Background: an optimization exercise with open tools, aiming at small area and a short achievable clock period. Do not read the settings as production practice.

Design ex_top, start of the top module:
module ex_top (
    input  logic               clk,
    input  logic               reset,
    input  logic               in_valid,
    input  logic [4:0]         operator,
    input  logic [31:0]        operand1,
    input  logic [31:0]        operand2,
    input  logic [4:0]         dest_addr,
    input  logic               dest_write,
    output logic               out_valid,
    output logic [4:0]         write_addr,
    output logic               write_enable,
    output logic [31:0]        write_data
);
    localparam bit SHIFT_MULT = 0;
    logic [4:0] op;
    assign op = operator;
    logic op_or, op_and, op_nor, op_xor, op_sll, op_srl, op_sra;
    logic op_add, op_addu, op_sub, op_subu, op_slt, op_sltu, op_clz, op_clo;
    logic op_mul, op_mult, op_multu, op_mfhi, op_mflo, op_mthi, op_mtlo;
    assign op_or    = op == 5'd1;
    assign op_and   = op == 5'd2;
    assign op_nor   = op == 5'd3;
    assign op_xor   = op == 5'd4;
  ...
For scale: about 6400 cells after synthesis, roughly 120 I/O pins.
Settings: LEC_CHECK=0, CAP_MARGIN=20, CORE_MARGIN=2, CORE_UTILIZATION=40, SLEW_MARGIN=20; clock period 14.0 ns.
run.sh (not shown) runs the stock make flow with config.mk's settings and CLKGATE_MAP_FILE= SYNTH_SCRIPT=/design/flow/synth_recipe.tcl, a recipe that flattens the netlist after the stock synthesis.
==> next run, changes <==
--- a/flow/design.v
+++ b/flow/design.v
@@ -6,19 +6,19 @@
     input  logic [31:0]        operand1,
     input  logic [31:0]        operand2,
     input  logic [4:0]         dest_addr,
     input  logic               dest_write,
     output logic               out_valid,
     output logic [4:0]         write_addr,
     output logic               write_enable,
     output logic [31:0]        write_data
 );
-    localparam bit SHIFT_MULT = 0;
+    localparam bit SHIFT_MULT = 1;
     logic [4:0] op;
     assign op = operator;
     logic op_or, op_and, op_nor, op_xor, op_sll, op_srl, op_sra;
     logic op_add, op_addu, op_sub, op_subu, op_slt, op_sltu, op_clz, op_clo;
     logic op_mul, op_mult, op_multu, op_mfhi, op_mflo, op_mthi, op_mtlo;
     assign op_or    = op == 5'd1;
     assign op_and   = op == 5'd2;
     assign op_nor   = op == 5'd3;
     assign op_xor   = op == 5'd4;
The new run passed the timing, DRC and antenna checks.
Setup slack got worse by 1.1 ns.
Wire length drops by 19%.
Global-route usage drops by 2.2 points.
Core utilization climbs by 1.7 points.
Hold slack got worse by 0.056 ns.
Count of clock-buffer cells in the layout climbs by 1.
Sequential cell count stays the same.
Synthesized cell count drops by 16%.
Synthesized area drops by 13%.
No run of this note included a check of the RTL's function; only the layout flow was run.

---

Another version of the RTL of ex_top (not shown whole).
Size in the first run: roughly 4100 cells after synthesis, about 120 I/O pins.
clock: 14.0 ns
lec_check: 0
abc_area: 1
cap_margin: 20
core_margin: 2
core_utilization: 40
slew_margin: 20
synth_hierarchical: 1
==> next run, changes <==
--- a/flow/design.v
+++ b/flow/design.v
@@ -4,23 +4,23 @@
     input  logic               in_valid,
     input  logic [4:0]         operator,
     input  logic [31:0]        operand1,
     input  logic [31:0]        operand2,
     input  logic [4:0]         dest_addr,
     input  logic               dest_write,
     output logic               out_valid,
     output logic [4:0]         write_addr,
     output logic               write_enable,
     output logic [31:0]        write_data
 );
-    localparam bit SHIFT_MULT = 0;
+    localparam bit SHIFT_MULT = 1;
     logic [4:0] op;
     assign op = operator;
     logic op_or, op_and, op_nor, op_xor, op_sll, op_srl, op_sra;
     logic op_add, op_addu, op_sub, op_subu, op_slt, op_sltu, op_clz, op_clo;
     logic op_mul, op_mult, op_multu, op_mfhi, op_mflo, op_mthi, op_mtlo;
     assign op_or    = op == 5'd1;
     assign op_and   = op == 5'd2;
     assign op_nor   = op == 5'd3;
     assign op_xor   = op == 5'd4;
     assign op_sll   = op == 5'd5;
     assign op_srl   = op == 5'd6;
@@ -59,23 +59,23 @@
             assign pw[0]  = op_sll & eq[0];
             assign pw[32] = is_shr & eq[0];
             for (genvar j = 1; j < 32; j++) begin : g_pw
                 assign pw[j] = (op_sll & eq[j]) | (is_shr & eq[32-j]);
             end
             assign msigned = op_mul | op_mult;
             assign m = {(msigned | op_sra) & operand2[31], operand2};
             assign r = {msigned & operand1[31], (msigned & operand1[31]) | pw[32],
                         (operand1 & {32{~(op_sll | is_shr)}}) | pw[31:0]};
             assign d16 = (r[31] | r[32]) & ~r[33];
         end else begin : g_rsel
-            assign msigned = ~op[1];
+            assign msigned = op_mul | op_mult;
             assign m = {msigned & operand2[31], operand2};
             assign r = {{2{msigned & operand1[31]}}, operand1};
             assign d16 = operand1[31] & ~msigned;
         end
     endgenerate
     wire bo1 = r[0] ^ 1'b0;
     wire bt2 = (r[1] & ~r[0] & ~1'b0) | (~r[1] & r[0] & 1'b0);
     wire pp3 = (bo1 & m[0]) ^ r[1];
     wire pp4 = ((bo1 & m[1]) | (bt2 & m[0])) ^ r[1];
     wire pp5 = ((bo1 & m[2]) | (bt2 & m[1])) ^ r[1];
     wire pp6 = ((bo1 & m[3]) | (bt2 & m[2])) ^ r[1];
Result:
- clock skew barely changes
- sequential share of layout area rose by 0.16 points
- non-clock buffer count rose by 2
- design area fell by about 2.7%
- die area fell by about 3%
- first-iteration DRC count fell by 18%
- core utilization rose by 0.36 points
- wire length fell by about 10%
- count of clock-buffer cells in the layout fell by 2
- final cell count fell by about 4.6%
No run of this note included a check of the RTL's function; only the layout flow was run.

==> separate check: timing with driven ports <==
In the flow no input, the clock included, has a driving cell. The finished layouts below were timed again as built, in two steps.
Step 1, drivers: a clkbuf_16 drives clk and a buf_2 each remaining input, both assumed.
Step 2 times the ports against the registers' clock, not the clock port: input delays grow and output delays shrink by t, the midpoint of the rising clock arrivals with the driver on.
a / b / c = ideal ports / drivers / drivers and shift; a / b = the first two.
run	t, ns	setup slack, ns	worst register clock-pin slew, ns
the first run of note 1	0.455	1.503 / 1.539 / 1.084	0.09 / 0.09
the second run of note 1	0.421	0.360 / 0.362 / -0.059	0.09 / 0.09
the first run of note 2	0.415	3.117 / 3.136 / 2.721	0.08 / 0.08
the second run of note 2	0.409	1.379 / 1.393 / 0.984	0.09 / 0.09
Met with ideal ports but missed after step 2: setup timing in the second run of note 1.
